Background: an optimization exercise with open tools, aiming at small area, a short achievable clock period and few clock cycles. Do not read the settings as production practice.
RTL that was checked went through simulation tests only; none was proved equivalent to the original.
No activity file was given, so power comes from the tool's default toggle rates.

== JK ==
// top_k_candidate_list_unit
module top_k_candidate_list_unit
(
    input  logic                 aclk,
    input  logic                 aresetn,
    input  logic                 s_tvalid,
    output logic                 s_tready,
    input  logic [S_TDATA_W-1:0] s_tdata,    
    input  logic [S_TUSER_W-1:0] s_tuser,    
    output logic                 m_tvalid,
    input  logic                 m_tready,
    output logic [M_TDATA_W-1:0] m_tdata,    
    output logic [M_TUSER_W-1:0] m_tuser,    
    output logic                 m_tlast
);
For scale: roughly 1,500 cells after synthesis, roughly 19,000 um^2 of cells after synthesis.
Settings: LEC_CHECK=0, CAP_MARGIN=20, CORE_MARGIN=2, CORE_UTILIZATION=40, SETUP_SLACK_MARGIN=3.7, SLEW_MARGIN=20; clock period 7.0 ns.
run.sh (not shown) runs the stock make flow with config.mk's settings and CLKGATE_MAP_FILE= SYNTH_SCRIPT=/design/flow/synth_recipe.tcl, a recipe that flattens the netlist after the stock synthesis.
Testbench counts of JK, summed over its fixed seeds: cycles 13,741.
[inputs] MS vs JK
diff --git a/flow/config.mk b/flow/config.mk
--- a/flow/config.mk
+++ b/flow/config.mk
@@ -11 +11 @@
-export SETUP_SLACK_MARGIN = 3.7
+export SETUP_SLACK_MARGIN = 3.4
## What came out
Across JK and MS, the outcome is the same: a clean finish for every run.
Summary: with JK as the reference, clock-buffer cell count in MS moved down by more than 10%.
Re antenna diode count: no difference whatsoever between JK and MS.
Per the comparison of MS with JK, maximum operating frequency fell by 0.014 GHz, filler-free cell count of the finished design fell by about 2%.
MS vs JK on share of the clock period used by the worst path after layout: MS is the higher one.
MS against JK: logic depth of the worst register-to-register path went up; clock distribution area overhead in the final layout saw an increase; wire length lost 5.4%; internal power of the cells has increased.


top_k_candidate_list_unit, a different RTL version from the one above (not shown whole).
For scale: ~1600 cells after synthesis, about 360 flip-flops, ~84 I/O pins, roughly 20000 sq um of cells after synthesis.
clock: 7.0 ns
lec_check: 0
cap_margin: 20
core_margin: 2
core_utilization: 40
cts_cluster_diameter: 100
cts_cluster_size: 18
setup_slack_margin: 3.9
slew_margin: 20
standard.sh (not shown) runs the stock make flow with config.mk's settings and CLKGATE_MAP_FILE= SYNTH_SCRIPT=/design/flow/synth_recipe.tcl, a recipe that flattens the netlist after the stock synthesis.
==> flow/flow/run.sh <==
#!/bin/bash
# The standard layout, with plain buffers (buf_1) on the ports in place of the
# delay buffers buffer_ports picks by default; timing repair resizes them where
# needed. Each tool's output goes to a log of its own under orfs/logs, and
# the make output to standard.log.
set -euo pipefail
export BUFFER_PORTS_ARGS="-buffer_cell sky130_fd_sc_hd__buf_1"
bash standard.sh > standard.log 2>&1
Testbench counts at the start, summed over its fixed seeds: cycles 13,741.
Edit:
Settings changed: CORE_UTILIZATION 40 to 55, SETUP_SLACK_MARGIN 3.9 to 3.8.
Outcome: Worst setup slack is better by 0.018 ns; design area went down by 7.4%; worst hold slack is better by 0.012 ns.
Edit:
Settings changed: CORE_UTILIZATION 55 to 40, SETUP_SLACK_MARGIN 3.8 to 3.7.
After rerunning: Count of clock-buffer cells in the layout stays the same; first-iteration DRC count climbs by a few percent; register-to-register slack gains 0.03 ns; critical path depth is higher by 3; routed wire length goes up by a few percent; final area rises slightly; via count grows slightly; flip-flop and latch count is unchanged; clock power went up by a few percent.
Edit:
==> flow/run.sh (new file) <==
#!/bin/bash
# synth_recipe.tcl (not shown) runs the flow's synth.tcl, then flattens the netlist and writes it again
# the make line also repeats each setting of config.mk as NAME=value (left out here)
make -C /OpenROAD-flow-scripts/flow DESIGN_CONFIG=/design/flow/config.mk WORK_HOME=/design/flow/orfs CLKGATE_MAP_FILE= SYNTH_SCRIPT=/design/flow/synth_recipe.tcl finish
Settings changed: CTS_CLUSTER_DIAMETER 100 to unset, CTS_CLUSTER_SIZE 18 to unset, SETUP_SLACK_MARGIN 3.7 to 3.9.
removed: flow/flow/run.sh
removed: flow/standard.sh
Maximum frequency came out higher by 2.6%.
Critical path depth came out lower by 3.
Worst hold slack gets worse by 0.050 ns.
Design area came out higher by 13%.
Worst setup slack gets better by 0.084 ns.
Edit:
Settings changed: CTS_CLUSTER_DIAMETER set to 100, CTS_CLUSTER_SIZE set to 18.
Worst hold slack gains 0.018 ns.
Synthesized area is unchanged.
Setup slack loses 0.038 ns.
Sequential share of layout area rose by 1.4 points.
Utilization fell by 1.5 points.
Fmax fell by 1.2%.
Design area fell by 3.0%.
Edit:
Settings changed: CTS_CLUSTER_DIAMETER 100 to 120, CTS_CLUSTER_SIZE 18 to 24, SETUP_SLACK_MARGIN 3.9 to 3.7.
Result:
- setup slack loses 0.11 ns
- global-route usage goes down by 0.79 points
- register-to-register slack gets worse by 0.23 ns
- cell area came out lower by 5.0%
- first-iteration DRC count goes down by 6.2%
- power came out lower by 5.0%
- critical path depth came out higher by 6
- sequential power is about the same
- worst hold slack got worse by 0.029 ns


the baseline:
Another version of the RTL of top_k_candidate_list_unit (not shown whole).
Size in the first run: roughly 1,400 cells after synthesis, roughly 17,000 um^2 of cells after synthesis.
## top_k_candidate_list_unit
module top_k_candidate_list_unit
(
    input  logic                 aclk,
    input  logic                 aresetn,
    input  logic                 s_tvalid,
    output logic                 s_tready,
    input  logic [S_TDATA_W-1:0] s_tdata,    
    input  logic [S_TUSER_W-1:0] s_tuser,    
    output logic                 m_tvalid,
    input  logic                 m_tready,
    output logic [M_TDATA_W-1:0] m_tdata,    
    output logic [M_TUSER_W-1:0] m_tuser,    
    output logic                 m_tlast
);
    logic [ID_W-1:0]       req_id;
    logic [SCORE_W-1:0]    req_score;
    logic                  req_action;
    logic                  req_no_chance;
    logic                  pop;
    logic [RANK_W-1:0]     idx;
    logic [LIST_DEPTH-1:0] sel;
    tkcl_pkg::status_t     verdict;
    logic [LIST_DEPTH-1:0] first_sel;
    logic [LIST_DEPTH-1:0] next_sel;
    logic [CNT_W-1:0]      held_count;
    logic [ID_W-1:0]       rd_id;
    logic [SCORE_W-1:0]    rd_score;
    tkcl_ctrl u_ctrl (
        .aclk          (aclk),
        .aresetn       (aresetn),
        .s_tvalid      (s_tvalid),
        .s_tready      (s_tready),
        .s_tdata       (s_tdata),
        .s_tuser       (s_tuser),
        .m_tvalid      (m_tvalid),
        .m_tready      (m_tready),
        .m_tuser       (m_tuser),
        .m_tlast       (m_tlast),
        .req_id        (req_id),
        .req_score     (req_score),
        .req_action    (req_action),
        .req_no_chance (req_no_chance),
        .pop           (pop),
        .idx           (idx),
        .sel           (sel),
        .verdict       (verdict),
        .first_sel     (first_sel),
  ...
Settings: LEC_CHECK=0, CAP_MARGIN=20, CORE_MARGIN=2, CORE_UTILIZATION=40, SLEW_MARGIN=20; clock period 7.0 ns.
run.sh (not shown) runs the stock make flow with config.mk's settings and CLKGATE_MAP_FILE= SYNTH_SCRIPT=/design/flow/synth_recipe.tcl, a recipe that flattens the netlist after the stock synthesis.
Stock flow here: none of the scripts above is used.
The baseline completed every stage of the flow, and the final layout passed the timing, DRC and antenna checks.
Modified inputs, the candidate compared to the baseline
Settings: SETUP_SLACK_MARGIN: unset -> 3.2.
Findings:
- Compared to the baseline, the router laid down more metal wire for the candidate.
- Number of combinational gates with multiple inputs came out exactly the same in the baseline and the candidate.
- Re transition time of the tightest slew-check pin: the candidate is 72 ps down on the baseline.
- Clock period minus worst slack: the candidate lower than the baseline
- Looking only at non-clock buffer count, and setting everything else aside, the lower value of the baseline and the candidate goes to the baseline.
- Looking only at combinational share of power, and setting everything else aside, the lower value of the baseline and the candidate goes to the baseline.
- Changes observed in the candidate relative to the baseline: sequential share of layout area decreased by 5.1 points relative to the old numbers; post-route worst setup slack increased by 1820 ps relative to the old numbers.
No run of this note included a check of the RTL's function; only the layout flow was run.


alpha:
top_k_candidate_list_unit, a different RTL version from the one above (not shown whole).
For scale: ~84 I/O pins.
export LEC_CHECK = 0
export CAP_MARGIN = 20
export CORE_MARGIN = 2
export CORE_UTILIZATION = 40
export CTS_CLUSTER_DIAMETER = 100
export CTS_CLUSTER_SIZE = 18
export GPL_TIMING_DRIVEN = 0
export SETUP_SLACK_MARGIN = 3.8
export SLEW_MARGIN = 20
create_clock -name core_clock -period 7.0 [get_ports {aclk}]
standard.sh (not shown) runs the stock make flow with config.mk's settings and CLKGATE_MAP_FILE= SYNTH_SCRIPT=/design/flow/synth_recipe.tcl, a recipe that flattens the netlist after the stock synthesis.
==> flow/flow/run.sh <==
#!/bin/bash
# The standard layout, with plain buffers (buf_1) on the ports in place of the
# delay buffers buffer_ports picks by default; timing repair resizes them where
# needed. Each tool's output goes to a log of its own under orfs/logs, and
# the make output to standard.log.
set -euo pipefail
export BUFFER_PORTS_ARGS="-buffer_cell sky130_fd_sc_hd__buf_1"
bash standard.sh > standard.log 2>&1
alpha went all the way through synthesis, placement and routing and the layout is clean on timing, DRC and antenna.
Testbench counts of alpha, summed over its fixed seeds: cycles 13,741.
[inputs] beta vs alpha
- clearing GPL_TIMING_DRIVEN, which used to be 0
Results
Going from alpha to beta, quantity of gates resized following cts shrank by more than half. Layout-stage area growth over the synthesis result, beta and alpha, lower one = beta. Reported for beta and alpha, mean instance size in the synthesized netlist turned out identical to the last digit. First element of the critical path: u_ctrl.sel_score_reg[0] -> alpha, m_tready -> beta. beta ended up with a lower fraction of met1 tracks used by global routing than alpha did. alpha -> beta: detailed router's first-iteration violation count increased by a few percent.
Edits applied to the flow inputs when going from beta to gamma:
- CTS_CLUSTER_SIZE now 22, was 18
- CTS_CLUSTER_DIAMETER now 110, was 100
Notes after the runs:
- Status: global-route usage over all layers parity (beta, gamma)
- [compare] base=beta new=gamma: proportion of layout cells with a drive suffix above 1 comparable; clock power now smaller.
- Status: clock latency on the worst-skew pair parity (beta, gamma)
- gamma vs beta — setup slack after layout dropped 0.088 ns.
The inputs of delta differ from those of gamma as listed below.
- changing SETUP_SLACK_MARGIN from 3.8 to 3.75
- changing CTS_CLUSTER_SIZE from 22 to 18
- changing CTS_CLUSTER_DIAMETER from 110 to 100
### Flow results
delta ends up with lower final cycle utilization of the critical path than gamma does. gamma vs delta, end of the critical path: u_datapath.flag_le[2] vs m_tdata[16]. On post-route worst setup slack: delta sits above gamma. delta vs gamma, worst hold-check slack went down by 0.0057 ns. s_tdata[25] as the origin of the worst setup path was reported by gamma, and u_ctrl.sel_reg[5] by delta. For wire length, delta and gamma come out practically identical. Compared with gamma, in delta clock skew picked up an extra 0.0088 ns; synthesis-to-layout area growth barely changed; achievable clock frequency went up. Going from gamma to delta, power share of the clock group rose by 2.1 points, cell area after layout held steady. The final standard cell count with taps included and fillers excluded of delta and that of gamma are within noise of each other.


== quartz ==
Another version of the RTL of top_k_candidate_list_unit (not shown whole).
Size: about 1500 cells after synthesis, roughly 410 flip-flops, roughly 0.020 mm² of cells after synthesis.
Settings: LEC_CHECK=0, CAP_MARGIN=20, CORE_MARGIN=2, CORE_UTILIZATION=40, SLEW_MARGIN=20; clock period 7.0 ns.
run.sh (not shown) runs the stock make flow with config.mk's settings and CLKGATE_MAP_FILE= SYNTH_SCRIPT=/design/flow/synth_recipe.tcl, a recipe that flattens the netlist after the stock synthesis.
Stock flow here: none of the scripts above is used.
Testbench counts of quartz, summed over its fixed seeds: cycles 13,749.
The following lists how xenon was set up differently from quartz:
- putting SETUP_SLACK_MARGIN at 3.3 where nothing was set
Notes after the runs:
The clock power of xenon and that of quartz are within noise of each other.
Re total of buffers placed on input and output ports: no difference whatsoever between xenon and quartz.
For the cell depth of the worst flop-to-flop path, xenon came in 2 higher than quartz did.
quartz → xenon: met1 wire length higher, overall routed net length higher, register share of total power lower, transition time at the pin with the least slew margin higher.
Core util | xenon vs quartz | xenon higher
On global-route track usage on met3, the higher figure sits with xenon, not quartz.
Compared with quartz, xenon shows count of instances resized after the clock tree is built higher by 58.
When xenon is measured against quartz, its sequential share of layout area turns out 1.9 points lower.


Setup of blue:
top_k_candidate_list_unit, a different RTL version from the one above (not shown whole).
For scale: about 1400 cells after synthesis, ~350 flip-flops, ~84 I/O pins, ~18000 um2 of cells after synthesis.
==> flow/config.mk <==
export PLATFORM = sky130hd
export DESIGN_NAME = top_k_candidate_list_unit
export DESIGN_NICKNAME = top_k_candidate_list_unit
export VERILOG_FILES = /design/flow/design.v
export SDC_FILE = /design/flow/constraint.sdc
export NUM_CORES = 4
export LEC_CHECK = 0
export CAP_MARGIN = 20
export CORE_MARGIN = 2
export CORE_UTILIZATION = 40
export CTS_CLUSTER_DIAMETER = 100
export CTS_CLUSTER_SIZE = 18
export SETUP_SLACK_MARGIN = 3.75
export SLEW_MARGIN = 20
==> flow/constraint.sdc <==
create_clock -name core_clock -period 7.0 [get_ports {aclk}]
set_input_delay 1.4000 -clock core_clock [delete_from_list [all_inputs] [get_ports {aclk}]]
set_output_delay 1.4000 -clock core_clock [all_outputs]
set_load 0.01 [all_outputs]
standard.sh (not shown) runs the stock make flow with config.mk's settings and CLKGATE_MAP_FILE= SYNTH_SCRIPT=/design/flow/synth_recipe.tcl, a recipe that flattens the netlist after the stock synthesis.
Scripts as last shown in full above: flow/flow/run.sh
Changes in green relative to blue:
Settings: swapping 3.75 for 3.8 in SETUP_SLACK_MARGIN.
## What came out
Width of the die: green vs blue identical. On global-route usage, green and blue are neck and neck. For worst setup slack, blue and green come out practically identical.
No run of this note included a check of the RTL's function; only the layout flow was run.

## afterwards: timing with drivers on the ports
The results above use ideal ports. As a check the final layouts listed here were re-extracted and re-timed, cells and wires unchanged. Step 1 assumes that a clkbuf_16 drives the clock port and a buf_2 every other input. Step 2 also shifts input and output timing later by t, the mid clock arrival at the registers, as if the neighbouring blocks saw the same clock. Slacks: no drivers / after step 1 / after step 2; pairs: no drivers / after step 1.
run	t (ns)	setup WS [ns]	hold slack, ns	worst setup path after step 2
JK	0.637	3.617 / 3.556 / 3.126	0.528 / 0.528 / 0.528	input to register
MS	0.626	3.443 / 3.385 / 2.972	0.531 / 0.531 / 0.531	input to register
the first run of note 2	0.634	3.778 / 3.719 / 3.327	0.609 / 0.609 / 0.609	input to register
the second run of note 2	0.593	3.795 / 3.741 / 3.255	0.621 / 0.621 / 0.621	input to register
the third run of note 2	0.623	3.709 / 3.704 / 3.110	0.642 / 0.642 / 0.642	input to register
the fourth run of note 2	0.641	3.793 / 3.734 / 3.240	0.592 / 0.592 / 0.592	input to register
the fifth run of note 2	0.617	3.754 / 3.693 / 3.339	0.611 / 0.611 / 0.611	input to register
the sixth run of note 2	0.601	3.649 / 3.685 / 3.084	0.582 / 0.582 / 0.582	input to register
the baseline	0.609	0.799 / 0.789 / 0.180	0.772 / 0.772 / 0.772	input to register
the candidate	0.600	2.621 / 2.627 / 2.027	0.763 / 0.763 / 0.763	input to register
alpha	0.613	3.779 / 3.718 / 3.238	0.554 / 0.554 / 0.554	input to register
beta	0.623	3.818 / 3.787 / 3.273	0.557 / 0.557 / 0.557	input to register
gamma	0.609	3.729 / 3.742 / 3.158	0.563 / 0.563 / 0.563	input to register
delta	0.623	3.781 / 3.719 / 3.273	0.557 / 0.557 / 0.557	input to register
quartz	0.629	1.780 / 1.780 / 1.780	0.423 / 0.423 / 0.423	register to register
xenon	0.645	3.354 / 3.354 / 3.310	0.424 / 0.424 / 0.424	input to register
blue	0.621	3.623 / 3.574 / 3.316	0.603 / 0.603 / 0.603	input to register
green	0.619	3.623 / 3.573 / 3.433	0.583 / 0.583 / 0.583	input to register
After both steps every run listed still meets setup and hold. The setup slack of the baseline, which loses most, moves by -0.010 ns with the drivers and by -0.619 ns with both steps.
